This is an optimization exercise on Yosys and OpenROAD, whose aim is small area and a short achievable clock period, not a production implementation.
Function was checked by simulation only, so behaviour that the tests miss may differ from the original.
Power and IR drop assume default switching activity.

==> design/flow/design.v <==
`timescale 1ns/10ps
`default_nettype none
package mmu_map_pkg;
   typedef enum logic [1:0] {
      DEV_NONE,
      DEV_ROM,
      DEV_RAM,
      DEV_IO
   } mmu_dev_e;
   typedef struct packed {
      mmu_dev_e                        dev;
      logic [8-3:0] word_idx;
      logic [7:0]                      io_off;
   } mmu_route_t;
endpackage
`default_nettype wire
`timescale 1ns/10ps
`default_nettype none
package mmu_access_pkg;
   typedef logic [3:0] mmu_be_t;
   typedef enum logic [1:0] {
      W_BYTE,
      W_HALF,
      W_WORD,
      W_BAD
   } mmu_width_e;
   typedef struct packed {
      logic [31:0] addr;
      logic [31:0] wdata;
      mmu_be_t     be;
      logic        we;
      logic        is_signed;
   } mmu_dm_req_t;
   typedef struct packed {
      logic [7:0]  addr;
      logic [31:0] wdata;
      logic        en;
      logic        we;
   } mmu_io_req_t;
   typedef struct packed {
      logic [1:0]            dev;
      mmu_be_t               be;
      logic                  is_signed;
   } mmu_load_ctl_t;
   function automatic logic [1:0] mmu_be_width(input logic [3:0] be);
      case (be)
         4'b0001, 4'b0010, 4'b0100, 4'b1000: mmu_be_width = W_BYTE;
         4'b0011, 4'b1100:                   mmu_be_width = W_HALF;
         4'b1111:                            mmu_be_width = W_WORD;
         default:                            mmu_be_width = W_BAD;
      endcase
   endfunction
endpackage
`default_nettype wire
`timescale 1ns/10ps
`default_nettype none
import mmu_map_pkg::*;
module mmu_addr_decode (
   input  logic [31:0]             addr,
   output mmu_map_pkg::mmu_route_t route
);
   logic [31:0] ram_off;
   logic [31:0] io_off;
   logic        in_rom;
   logic        in_ram;
   logic        in_io;
   assign ram_off = addr - 32'h1000_0000;
   assign io_off  = addr - 32'h8000_0000;
   assign in_rom = (addr < 32'h0000_1000);
   assign in_ram = (addr >= 32'h1000_0000) && (addr < 32'h8000_0000);
   assign in_io  = (addr >= 32'h8000_0000) && (addr < (32'h8000_0000 + 32'h0000_0100));
   always_comb begin
      route.word_idx = ram_off[8-1:2];
      route.io_off   = io_off[7:0];
      if (in_rom) begin
         route.dev = DEV_ROM;
      end else if (in_ram) begin
         route.dev = DEV_RAM;
      end else if (in_io) begin
         route.dev = DEV_IO;
      end else begin
         route.dev = DEV_NONE;
      end
   end
endmodule
`default_nettype wire
`timescale 1ns/10ps
`default_nettype none
import mmu_access_pkg::*;
module mmu_store_align (
   input  logic [31:0]              wdata,
   input  mmu_access_pkg::mmu_be_t  be,
   output logic [31:0]              lane_wdata
);
   logic [1:0]    width;
   logic [31:0] lane_mask;
   assign width = mmu_access_pkg::mmu_be_width(be);
   assign lane_mask = {{8{be[3]}}, {8{be[2]}}, {8{be[1]}}, {8{be[0]}}};
   always_comb begin
      case (width)
         W_WORD: begin
            lane_wdata = wdata;
         end
         W_HALF: begin
            lane_wdata = {2{wdata[15:0]}} & lane_mask;
         end
         W_BYTE: begin
            lane_wdata = {4{wdata[7:0]}} & lane_mask;
         end
         default: begin
            lane_wdata = '0;
         end
      endcase
   end
endmodule
`default_nettype wire
`timescale 1ns/10ps
`default_nettype none
module mmu_data_ram (
   input  logic                          clk,
   input  logic [8-3:0] addr,
   input  logic                          we,
   input  mmu_access_pkg::mmu_be_t       be,
   input  logic [31:0]                   wdata,
   output logic [31:0]                   rdata
);
   genvar lane;
   for (lane = 0; lane < 4; lane++) begin : g_lane
      logic [7:0] mem [64];
      logic [7:0] dout;
      logic [7:0] din;
      assign din = wdata[lane*8 +: 8];
      always_ff @(posedge clk) begin
         if (be[lane]) begin
            if (we) begin
               mem[addr] <= din;
               dout      <= din;
            end else begin
               dout      <= mem[addr];
            end
         end
      end
      assign rdata[lane*8 +: 8] = dout;
   end
endmodule
`default_nettype wire
`timescale 1ns/10ps
`default_nettype none
import mmu_map_pkg::*;
import mmu_access_pkg::*;
module mmu_load_extend (
   input  logic                     clk,
   input  logic                     resetb,
   input  mmu_map_pkg::mmu_dev_e    dev,
   input  mmu_access_pkg::mmu_be_t  be,
   input  logic                     is_signed,
   input  logic [31:0]              ram_rdata,
   input  logic [31:0]              io_rdata,
   output logic [31:0]              dm_do
);
   mmu_access_pkg::mmu_load_ctl_t ctl_q;
   logic [1:0]    width;
   logic [31:0]   src;
   logic [15:0]   half_val;
   logic [7:0]    byte_val;
   always_ff @(posedge clk or negedge resetb) begin
      if (!resetb) begin
         ctl_q <= {DEV_NONE, 4'b0000, 1'b0};
      end else begin
         ctl_q <= {dev, be, is_signed};
      end
   end
   assign width = mmu_access_pkg::mmu_be_width(ctl_q.be);
   always_comb begin
      case (ctl_q.dev)
         DEV_RAM: src = ram_rdata;
         DEV_IO:  src = io_rdata;
         default: src = '0;
      endcase
   end
   assign half_val = ctl_q.be[2] ? src[31:16] : src[15:0];
   always_comb begin
      case (ctl_q.be)
         4'b0010: byte_val = src[15:8];
         4'b0100: byte_val = src[23:16];
         4'b1000: byte_val = src[31:24];
         default: byte_val = src[7:0];
      endcase
   end
   always_comb begin
      case (width)
         W_WORD:  dm_do = src;
         W_HALF:  dm_do = {{16{ctl_q.is_signed & half_val[15]}}, half_val};
         W_BYTE:  dm_do = {{24{ctl_q.is_signed & byte_val[7]}}, byte_val};
         default: dm_do = '0;
      endcase
   end
endmodule
`default_nettype wire
`timescale 1ns/10ps
`default_nettype none
import mmu_map_pkg::*;
module mmu_io_port (
   input  logic                         clk,
   input  logic                         resetb,
   input  mmu_map_pkg::mmu_route_t      route,
   input  logic                         we,
   input  logic [31:0]                  lane_wdata,
   output mmu_access_pkg::mmu_io_req_t  io_req
);
   logic        io_hit;
   logic        en_q;
   logic        we_q;
   logic [7:0]  addr_q;
   logic [31:0] wdata_q;
   assign io_hit = (route.dev == DEV_IO);
   always_ff @(posedge clk or negedge resetb) begin
      if (!resetb) begin
         en_q <= 1'b0;
         we_q <= 1'b0;
      end else begin
         en_q <= io_hit;
         we_q <= io_hit & we;
      end
   end
   always_ff @(posedge clk) begin
      addr_q  <= route.io_off;
      wdata_q <= lane_wdata;
   end
   assign io_req = {addr_q, wdata_q, en_q, we_q};
endmodule
`default_nettype wire
`timescale 1ns/10ps
`default_nettype none
import mmu_map_pkg::*;
import mmu_access_pkg::*;
module mmu (
   input  logic                         clk,
   input  logic                         resetb,
   input  logic [31:0]                  im_addr,
   input  logic [31:0]                  im_data,
   output logic [11:2]                  im_addr_out,
   output logic [31:0]                  im_do,
   input  logic [31:0]                  dm_addr,
   input  logic [31:0]                  dm_wdata,
   input  logic [3:0]                   dm_be,
   input  logic                         dm_we,
   input  logic                         dm_is_signed,
   output logic [31:0]                  dm_do,
   input  logic [31:0]                  io_data_read,
   output logic [7:0]                   io_addr,
   output logic [31:0]                  io_wdata,
   output logic                         io_en,
   output logic                         io_we
);
   mmu_access_pkg::mmu_dm_req_t dm_req;
   mmu_access_pkg::mmu_io_req_t io_req;
   mmu_map_pkg::mmu_route_t  route;
   logic [31:0] lane_wdata;
   logic [31:0] ram_rdata;
   logic        store_ok;
   logic        ram_we;
   assign dm_req   = {dm_addr, dm_wdata, dm_be, dm_we, dm_is_signed};
   assign io_addr  = io_req.addr;
   assign io_wdata = io_req.wdata;
   assign io_en    = io_req.en;
   assign io_we    = io_req.we;
   assign im_addr_out = im_addr[11:2];
   always_ff @(posedge clk or negedge resetb) begin
      if (!resetb) begin
         im_do <= 32'h0000_0013;
      end else begin
         im_do <= im_data;
      end
   end
   assign store_ok = dm_req.we && (mmu_access_pkg::mmu_be_width(dm_req.be) != W_BAD);
   assign ram_we   = store_ok && (route.dev == DEV_RAM);
   mmu_addr_decode u_addr_decode (
      .addr  (dm_req.addr),
      .route (route)
   );
   mmu_store_align u_store_align (
      .wdata      (dm_req.wdata),
      .be         (dm_req.be),
      .lane_wdata (lane_wdata)
   );
   mmu_data_ram u_data_ram (
      .clk   (clk),
      .addr  (route.word_idx),
      .we    (ram_we),
      .be    (dm_req.be),
      .wdata (lane_wdata),
      .rdata (ram_rdata)
   );
   mmu_io_port u_io_port (
      .clk        (clk),
      .resetb     (resetb),
      .route      (route),
      .we         (store_ok),
      .lane_wdata (lane_wdata),
      .io_req     (io_req)
   );
   mmu_load_extend u_load_extend (
      .clk       (clk),
      .resetb    (resetb),
      .dev       (route.dev),
      .be        (dm_req.be),
      .is_signed (dm_req.is_signed),
      .ram_rdata (ram_rdata),
      .io_rdata  (io_data_read),
      .dm_do     (dm_do)
   );
endmodule
`default_nettype wire
==> design/flow/run.sh <==
#!/bin/bash
# synth_recipe.tcl (not shown) runs the flow's synth.tcl, then flattens the netlist and writes it again
# the make line also repeats each setting of config.mk as NAME=value (left out here)
make -C /OpenROAD-flow-scripts/flow DESIGN_CONFIG=/design/flow/config.mk WORK_HOME=/design/flow/orfs CLKGATE_MAP_FILE= SYNTH_SCRIPT=/design/flow/synth_recipe.tcl finish
==> design/flow/config.mk <==
export PLATFORM = sky130hd
export DESIGN_NAME = mmu
export DESIGN_NICKNAME = mmu
export VERILOG_FILES = /design/flow/design.v
export SDC_FILE = /design/flow/constraint.sdc
export NUM_CORES = 4
export LEC_CHECK = 0
export CAP_MARGIN = 20
export CORE_MARGIN = 2
export CORE_UTILIZATION = 30
export PLACE_DENSITY = 0.5
export SLEW_MARGIN = 20
==> design/flow/constraint.sdc <==
create_clock -name core_clock -period 4.2 [get_ports {clk}]
set_input_delay 0.8400 -clock core_clock [delete_from_list [all_inputs] [get_ports {clk}]]
set_output_delay 0.8400 -clock core_clock [all_outputs]
set_load 0.01 [all_outputs]
==> results.py <==
metrics = {
    "outcome": {
        "status": "no timing/DRC/antenna violations",
    },
    "drt": {
        "dr.pass1.iters": 6,
        "postRouteWirelength_um": 322000,
        "via_count": 53600,
        "drcViolationCount": 0,
        "vias_per_cell": 5.51,
        "drt_iter0_markers": 6880,
        "post_drt_wl_per_cell_um": 33.1,
        "ant_nets": 0,
    },
    "place": {
        "dpl_worst_slack_ns": -0.131,
        "place.gp.congestion": 0.923,
        "placed_area_sq_mm": 0.0966,
        "port_buffers": 241,
        "dp_hpwl_um": 210000,
    },
    "timing": {
        "worst_slew_pin_slew_ns": 1.18,
        "setup_viol": 0,
        "period_needed_ns": 4.12,
        "setup_slack_ns": 0.0772,
        "finalHoldViolations": 0,
        "finClkSkew_ns": 0.0476,
        "fmax_ghz": 0.243,
        "rsz0062_at_grt": "false",
        "fin_setup_tns_ns": 0,
        "drv_slew": 0,
        "finalCritPeriodShare": 0.982,
        "maxSlewHeadroom": 0.209,
    },
    "finish": {
        "nNetsFinal": 5941,
        "utilization": 0.369,
        "final_common_cell": "edfxtp_1",
        "drive_above_1_share": 0.236,
        "final_cell_mix": "edfxtp_1 (2080), buf_4 (596), nor2_1 (385)",
        "n_fill_cell": 26300,
        "syn2layout_area_growth_pct": 22.7,
        "finalInstanceArea_sq_mm": 0.104,
    },
    "setup_path": {
        "path_buf_inv": 3,
        "cp.required_ns": 3.36,
        "cp.arrival_ns": 3.28,
        "crit_type": "reg -> out",
        "crit_path_end_kind": "primary output",
        "slowest_stage": "dfrtp_2",
        "path_cells": "buf_4, mux2_2, nand2_1, o22ai_1, o31a_1, buf_4, nand2_1, o221ai_1, dlygate4sd2_1",
        "crit_fanout": 6,
        "cpPeakStageDelay_ns": 0.49,
        "cp_top_family": "buffers and inverters",
        "start_kind": "flop",
    },
    "flow_run": {
        "cap_violations": 0,
    },
    "synthesis": {
        "synth_nets": 5162,
        "synth-warning-count": 6,
        "synth.ff_latch_count": 2161,
        "synth_ff_type": "edfxtp_1",
        "synthCells": 4994,
        "yosysSeqAreaShare": 0.759,
        "syn_area_sq_mm": 0.0847,
        "synthDistinctLibCells": 76,
        "synth_async_sr_flop_share": 0.0190,
        "avgSynthCellArea_sq_um": 17.0,
        "synth-edff-count": 2080,
    },
    "clock_network": {
        "cts_buffers": 228,
        "htreeDepth": 4,
        "clk_pin_slew_ns": 0.06,
        "clk_latency_ns": 0.89,
        "clockBufferDepth": 4,
        "cts_root_buffer": "clkbuf_16",
        "cts_sinks": 2161,
        "cts_tree": "yes",
    },
    "global_routing": {
        "grt_max_degree": 66,
        "antenna_found_initial": 25,
        "grt-ovfl-total": 0,
        "gr-usage-all-layers": 0.218,
        "grt_pass1_wl_um": 436000,
        "grt_pass1_vias": 51800,
    },
    "floorplanning": {
        "core_area_sq_mm": 0.282,
        "io_pins": 284,
        "initial_core_util": 0.301,
        "core.rowCount": 195,
        "die_w_um": 535,
        "die_area_sq_mm": 0.287,
        "die_height_um": 535,
    },
    "power": {
        "power_uw": 47000,
        "irDropWorstVdd_v": 0.000319,
        "power_density_mw_per_mm2": 452,
        "power_leakage_uw": 0.0302,
    },
    "min_path": {
        "hold_class": "in -> reg",
    },
}
## what timing repair did
action,in CTS,in global routing
endpoints found under the hold margin,0,12
resized for setup,41,3
hold buffers,0,1
pin swaps,4,2
setup endpoints to repair,32,19
buffers inserted,9,3
## through the flow
step	cells	hold slack, ns
2_1_floorplan	4994	0.544
3_3_place_gp	9271	0.827
3_5_place_dp	9271	0.835
4_1_cts	9690	0.0782
5_1_grt	9698	0.246
6_report	9711	0.265
## sequential cells by signal (all words and copies together) (netlist names)
signal                  cells
u_data_ram.g_lane.mem    2048
im_do                      32
u_data_ram.g_lane.dout     32
u_io_port.wdata_q          32
u_io_port.addr_q            8
u_load_extend.ctl_q         7
u_io_port.en_q              1
u_io_port.we_q              1
## synthesized netlist by cell type, types with 84 or more instances
master | instances | share of area
a21oi_1 | 84 | 0.0050
nor2_1 | 395 | 0.017
a22oi_1 | 208 | 0.018
o21ai_0 | 116 | 0.0069
o22ai_1 | 103 | 0.0076
a221oi_1 | 252 | 0.026
clkbuf_1 | 143 | 0.0063
nand2_1 | 230 | 0.010
buf_2 | 133 | 0.0079
edfxtp_1 | 2080 | 0.74
mux2i_1 | 202 | 0.024
mux2_2 | 230 | 0.031
## cell type report
class	instances	area, sq um	area share
repair buffers	936	8820	0.0849
inverters	7	38.8	0.000373
well taps	3743	4680	0.0450
clock buffers	281	5990	0.0576
clock inverters	129	1190	0.0115
diodes	15	37.5	0.000361
flip-flops and latches	2161	64300	0.618
multi-input cells	2439	18900	0.182
## kinds of logic after synthesis
kind of cell | after synthesis | synth area share
flops | 2161 | 0.759
compound gates | 1176 | 0.106
simple gates | 749 | 0.0371
mux | 512 | 0.0754
buf+inv | 394 | 0.0223
xor+xnor | 2 | 0.000207
## per-layer routing
layer,up-vias,global-route usage,part of all wire
met2,2982,0.342,0.46
li1,21900,-,-
met5,-,0,0.00031
met3,624,0.0494,0.093
met1,28000,0.289,0.40
met4,10,0.0931,0.046
## where the power goes
part / leakage [uW] / internal [uW] / switching [uW]
registers: 0.0159 / 23600 / 39.2
clock network: 0.00347 / 11300 / 8560
logic: 0.0108 / 1180 / 2240
total: 0.0302 / 36100 / 10800
## final timing paths
check	startpoint	endpoint	slack [ns]	depth (start not counted)
min reg2reg	u_data_ram.g_lane[1].mem[6][2]$_DFFE_PP_	u_data_ram.g_lane[1].dout[2]$_DFFE_PP_	0.85	3
min	dm_addr[3]	u_io_port.addr_q[3]$_DFF_P_	0.27	1
max reg2reg	u_data_ram.g_lane[0].mem[51][5]$_DFFE_PP_	u_data_ram.g_lane[0].dout[5]$_DFFE_PP_	1.21	7
max	u_load_extend.ctl_q[5]$_DFF_PN0_	dm_do[13]	0.08	9
min in group asynchronous	resetb	im_do[9]$_DFF_PN0_	0.39	2
max in group asynchronous	resetb	im_do[1]$_DFF_PN1_	3.26	3

==> what the ideal ports hide <==
The results above use ideal ports. As a check the final layout listed here was re-extracted and re-timed, cells and wires unchanged. Step 1, drivers: a clkbuf_16 drives clk and a buf_2 each remaining input, both assumed. Step 2 adds t to the input delays and takes it off the output delays; t is the mean of the earliest and latest rising clock arrival at the registers after step 1. Input paths then give back, and output paths get back, about the clock's delay inside the block. a / b / c = ideal / step 1 / step 2; a / b = the first two.
shift t [ns]: 0.977
setup slack, ns: 0.077 / -0.021 / -0.242
worst hold slack (ns): 0.265 / 0.208 / 0.845
slew at the worst register clock pin (ns): 0.07 / 0.07
pins driven straight from the clock port: 1
Met with ideal ports but missed after step 2: setup timing in this run. For this run, drivers alone change the setup slack by -0.098 ns; drivers and shift together by -0.319 ns.
